This design comes from an exercise in tuning for small area and a short achievable clock period on the open sky130 flow, not from production work.
In this exercise RTL edits were held to simulation tests only and were not proved equivalent to the original.
Power is estimated from default activity; no workload was simulated.

Setup of lane 1:
==> flow/design.v <==
module imem_boot_loader #(
  parameter int               ADDR_W   = 8,
  parameter int               DATA_W   = 16,
  parameter logic [DATA_W-1:0] NOP_WORD = 16'h0000,
  parameter logic [4:0]       HALT_OP  = 5'b00001
) (
  input  logic      clock,
  input  logic      reset,
  input  logic      load_valid,
  input  logic [DATA_W-1:0] load_data,
  input  logic      load_last,
  output logic              load_ready,
  input  logic [ADDR_W-1:0] i_addr,
  output logic [DATA_W-1:0] i_datain,
  output logic              start,
  output logic              enable,
  output logic              running,
  output logic              halted,
  output logic [ADDR_W:0]   word_count
);
  localparam int DEPTH = 2 ** ADDR_W;
  logic              load_ready_q, start_q, enable_q, running_q, halted_q;
  logic [ADDR_W:0]   word_count_q;
  logic [ADDR_W-1:0] wr_ptr_q;
  logic xfer, boot_now, halt_seen;
  assign xfer     = load_valid & load_ready_q;
  assign boot_now = xfer & (load_last | (&wr_ptr_q));
  logic [DATA_W-1:0] ram_n [DEPTH];    
  logic [DATA_W-1:0] load_data_n;
  assign load_data_n = ~load_data;
  for (genvar r = 0; r < DEPTH; r++) begin : g_row
    logic              we, we_n;
    logic [DATA_W-1:0] word_q, word_d;
    assign we   = xfer & (wr_ptr_q == ADDR_W'(r));
    assign we_n = ~we;
    imem_hold_w u_hold (.d(load_data_n), .we(we), .q(word_q), .we_n(we_n), .y(word_d));
    always_ff @(posedge clock) word_q <= word_d;
    assign ram_n[r] = word_q;
  end
  logic [15:0]       hi;
  logic [DATA_W-1:0] ram_rdata;
  logic [15:0] lo_nq [16];
  for (genvar c = 0; c < 16; c++) begin : g_lodec
    imem_dec4_n u_dec (.a(i_addr[3:0]), .y_n(lo_nq[c]));
  end
  for (genvar k = 0; k < 16; k++) begin : g_pre
    assign hi[k] = (i_addr[7:4] == 4'(k)) & running_q;
  end
  logic [DATA_W-1:0] y1 [16][8];    
  logic [DATA_W-1:0] y2 [16][4];    
  logic [DATA_W-1:0] y3 [16];       
  logic [DATA_W-1:0] y4 [8];        
  logic [DATA_W-1:0] y5 [4];        
  logic [DATA_W-1:0] y6 [2];        
  for (genvar g = 0; g < 16; g++) begin : g_grp
    for (genvar j = 0; j < 8; j++) begin : g_l1
      imem_oai22_w u_l1 (.a0(ram_n[16*g+2*j]), .s0(lo_nq[g][2*j]), .a1(ram_n[16*g+2*j+1]), .s1(lo_nq[g][2*j+1]), .y(y1[g][j]));
    end
    for (genvar m = 0; m < 4; m++) begin : g_l2
      imem_oai21_w u_l2 (.a0(y1[g][2*m]), .a1(y1[g][2*m+1]), .s(hi[g]), .y(y2[g][m]));
    end
    imem_nand4_w u_l3 (.a(y2[g][0]), .b(y2[g][1]), .c(y2[g][2]), .d(y2[g][3]), .y(y3[g]));
  end
  for (genvar t = 0; t < 8; t++) begin : g_l4
    imem_nor2_w u_l4 (.a(y3[2*t]), .b(y3[2*t+1]), .y(y4[t]));
  end
  for (genvar t = 0; t < 4; t++) begin : g_l5
    imem_nand2_w u_l5 (.a(y4[2*t]), .b(y4[2*t+1]), .y(y5[t]));
  end
  for (genvar t = 0; t < 2; t++) begin : g_l6
    imem_nor2_w u_l6 (.a(y5[2*t]), .b(y5[2*t+1]), .y(y6[t]));
  end
  imem_nand2_w u_l7 (.a(y6[0]), .b(y6[1]), .y(ram_rdata));
  assign i_datain  = ram_rdata;
  assign halt_seen = (ram_rdata[DATA_W-1 -: 5] == HALT_OP);
  always_ff @(posedge clock or negedge reset) begin
    if (!reset) begin
      load_ready_q <= 1'b1;
      start_q      <= 1'b0;
      enable_q     <= 1'b0;
      running_q    <= 1'b0;
      halted_q     <= 1'b0;
      word_count_q <= '0;
      wr_ptr_q     <= '0;
    end else begin
      if (xfer) begin
        wr_ptr_q <= boot_now ? '0 : wr_ptr_q + 1'b1;
        word_count_q <= {1'b0, wr_ptr_q} + 1'b1;
      end
      if (boot_now) begin
        load_ready_q <= 1'b0;
        start_q      <= 1'b1;
        enable_q     <= 1'b1;
        halted_q     <= 1'b0;
      end else if (xfer) begin
        halted_q     <= 1'b0;
        enable_q     <= 1'b0;
      end
      if (start_q) begin
        start_q   <= 1'b0;
        running_q <= 1'b1;
      end
      if (running_q & halt_seen) begin
        running_q    <= 1'b0;
        halted_q     <= 1'b1;
        load_ready_q <= 1'b1;
      end
    end
  end
  assign load_ready = load_ready_q;
  assign start      = start_q;
  assign enable     = enable_q;
  assign running    = running_q;
  assign halted     = halted_q;
  assign word_count = word_count_q;
endmodule
module imem_oai22 (
  input  logic a0, a1, s0, s1,
  output logic y
);
  assign y = ~((a0 | s0) & (a1 | s1));
endmodule
module imem_nand4 (
  input  logic a, b, c, d,
  output logic y
);
  assign y = ~(a & b & c & d);
endmodule
module imem_nor4 (
  input  logic a, b, c, d,
  output logic y
);
  assign y = ~(a | b | c | d);
endmodule
module imem_oai21 (
  input  logic a0, a1, s,
  output logic y
);
  assign y = ~((a0 | a1) & s);
endmodule
module imem_dec4_n (
  input  logic [3:0]  a,
  output logic [15:0] y_n
);
  for (genvar k = 0; k < 16; k++) begin : g_k
    assign y_n[k] = (a != 4'(k));
  end
endmodule
module imem_nor2 (
  input  logic a, b,
  output logic y
);
  assign y = ~(a | b);
endmodule
module imem_nand2 (
  input  logic a, b,
  output logic y
);
  assign y = ~(a & b);
endmodule
module imem_hold (
  input  logic d, q, we, we_n,
  output logic y
);
  assign y = (d & we) | (q & we_n);
endmodule
module imem_oai22_w (
  input  logic [15:0] a0, a1,
  input  logic        s0, s1,
  output logic [15:0] y
);
  for (genvar i = 0; i < 16; i++) begin : g_bit
    imem_oai22 u (.a0(a0[i]), .a1(a1[i]), .s0(s0), .s1(s1), .y(y[i]));
  end
endmodule
module imem_nand4_w (
  input  logic [15:0] a, b, c, d,
  output logic [15:0] y
);
  for (genvar i = 0; i < 16; i++) begin : g_bit
    imem_nand4 u (.a(a[i]), .b(b[i]), .c(c[i]), .d(d[i]), .y(y[i]));
  end
endmodule
module imem_nor4_w (
  input  logic [15:0] a, b, c, d,
  output logic [15:0] y
);
  for (genvar i = 0; i < 16; i++) begin : g_bit
    imem_nor4 u (.a(a[i]), .b(b[i]), .c(c[i]), .d(d[i]), .y(y[i]));
  end
endmodule
module imem_oai21_w (
  input  logic [15:0] a0, a1,
  input  logic        s,
  output logic [15:0] y
);
  for (genvar i = 0; i < 16; i++) begin : g_bit
    imem_oai21 u (.a0(a0[i]), .a1(a1[i]), .s(s), .y(y[i]));
  end
endmodule
module imem_hold_w (
  input  logic [15:0] d, q,
  input  logic        we, we_n,
  output logic [15:0] y
);
  for (genvar i = 0; i < 16; i++) begin : g_bit
    imem_hold u (.d(d[i]), .q(q[i]), .we(we), .we_n(we_n), .y(y[i]));
  end
endmodule
module imem_nor2_w (
  input  logic [15:0] a, b,
  output logic [15:0] y
);
  for (genvar i = 0; i < 16; i++) begin : g_bit
    imem_nor2 u (.a(a[i]), .b(b[i]), .y(y[i]));
  end
endmodule
module imem_nand2_w (
  input  logic [15:0] a, b,
  output logic [15:0] y
);
  for (genvar i = 0; i < 16; i++) begin : g_bit
    imem_nand2 u (.a(a[i]), .b(b[i]), .y(y[i]));
  end
endmodule
export LEC_CHECK = 0
export CAP_MARGIN = 20
export CORE_MARGIN = 2
export CORE_UTILIZATION = 62
export CTS_BUF_LIST = sky130_fd_sc_hd__clkbuf_8
export CTS_CLUSTER_DIAMETER = 60
export CTS_CLUSTER_SIZE = 12
export PLACE_DENSITY = 0.72
export SETUP_SLACK_MARGIN = 2.5
export SLEW_MARGIN = 20
export SYNTH_HIERARCHICAL = 1
create_clock -name core_clock -period 7.0 [get_ports {clock}]
run.sh (not shown) runs the stock make flow with config.mk's settings and CLKGATE_MAP_FILE= SYNTH_SCRIPT=/design/flow/synth_recipe.tcl, a recipe that flattens the netlist after the stock synthesis.
The inputs of lane 2 differ from those of lane 1 as listed below.
--- a/flow/design.v
+++ b/flow/design.v
@@ -37,12 +37,12 @@
     always_ff @(posedge clock) word_q <= word_d;
     assign ram_n[r] = word_q;
   end
   logic [15:0]       hi;
   logic [DATA_W-1:0] ram_rdata;
-  logic [15:0] lo_nq [16];
-  for (genvar c = 0; c < 16; c++) begin : g_lodec
+  logic [15:0] lo_nq [4];
+  for (genvar c = 0; c < 4; c++) begin : g_lodec
     imem_dec4_n u_dec (.a(i_addr[3:0]), .y_n(lo_nq[c]));
   end
   for (genvar k = 0; k < 16; k++) begin : g_pre
     assign hi[k] = (i_addr[7:4] == 4'(k)) & running_q;
   end
@@ -52,11 +52,11 @@
   logic [DATA_W-1:0] y4 [8];        
   logic [DATA_W-1:0] y5 [4];        
   logic [DATA_W-1:0] y6 [2];        
   for (genvar g = 0; g < 16; g++) begin : g_grp
     for (genvar j = 0; j < 8; j++) begin : g_l1
-      imem_oai22_w u_l1 (.a0(ram_n[16*g+2*j]), .s0(lo_nq[g][2*j]), .a1(ram_n[16*g+2*j+1]), .s1(lo_nq[g][2*j+1]), .y(y1[g][j]));
+      imem_oai22_w u_l1 (.a0(ram_n[16*g+2*j]), .s0(lo_nq[g/4][2*j]), .a1(ram_n[16*g+2*j+1]), .s1(lo_nq[g/4][2*j+1]), .y(y1[g][j]));
     end
     for (genvar m = 0; m < 4; m++) begin : g_l2
       imem_oai21_w u_l2 (.a0(y1[g][2*m]), .a1(y1[g][2*m+1]), .s(hi[g]), .y(y2[g][m]));
     end
     imem_nand4_w u_l3 (.a(y2[g][0]), .b(y2[g][1]), .c(y2[g][2]), .d(y2[g][3]), .y(y3[g]));
Findings:
In summary, lane 2 completed successfully, with a layout that passed the timing, DRC and antenna checks. Looking at sum of buffers and inverters on the critical path, lane 2 sits 3 above lane 1. Compared to lane 1, lane 2 has post-route fraction of the period consumed by the critical path 1.8 points higher. Summary of lane 2 over lane 1: cell area fell by about 1.2%; worst slew slack as a fraction of its limit picked up an extra 8.2 points; area added between synthesis and finish picked up an extra 0.23 points; power density over the cells increased by 1.1% relative to the old numbers; area taken by flip-flops and latches flat. The die extent in x number comes out higher for lane 1 vs lane 2. [compare] base=lane 1 new=lane 2: vias per cell went up about 2.1%, post-route worst hold slack neither gained nor lost much, clock period minus final worst setup slack increased 120 ps. Fmax: lane 2 lower than lane 1.

what the ideal ports hide:
Ports are ideal in the flow. The routed layouts listed here were re-timed in OpenROAD.
Step 1 sets driving cells, clkbuf_16 on the clock port and buf_2 on the other inputs (assumed; they add their load-dependent delay and slew).
Step 2 adds t to the input delays and takes it off the output delays; t is the mean of the earliest and latest rising clock arrival at the registers after step 1. Input paths then give back, and output paths get back, about the clock's delay inside the block.
Slacks: ideal / step 1 / step 2; pairs: ideal / step 1.
run | t, ns | setup WS [ns] | hold WS [ns] | worst data-port slew with drivers (ns) | pins driven straight from the clock port
lane 1 | 1.218 | 1.438 / 0.892 / 0.892 | 0.478 / 0.478 / 0.478 | 0.64 | 1
lane 2 | 1.234 | 1.313 / 0.919 / 0.919 | 0.475 / 0.475 / 0.475 | 0.49 | 1
After both steps setup and hold are still met in every run listed. The setup slack of lane 1, which loses most, moves by -0.546 ns with the drivers and by -0.546 ns with both steps.
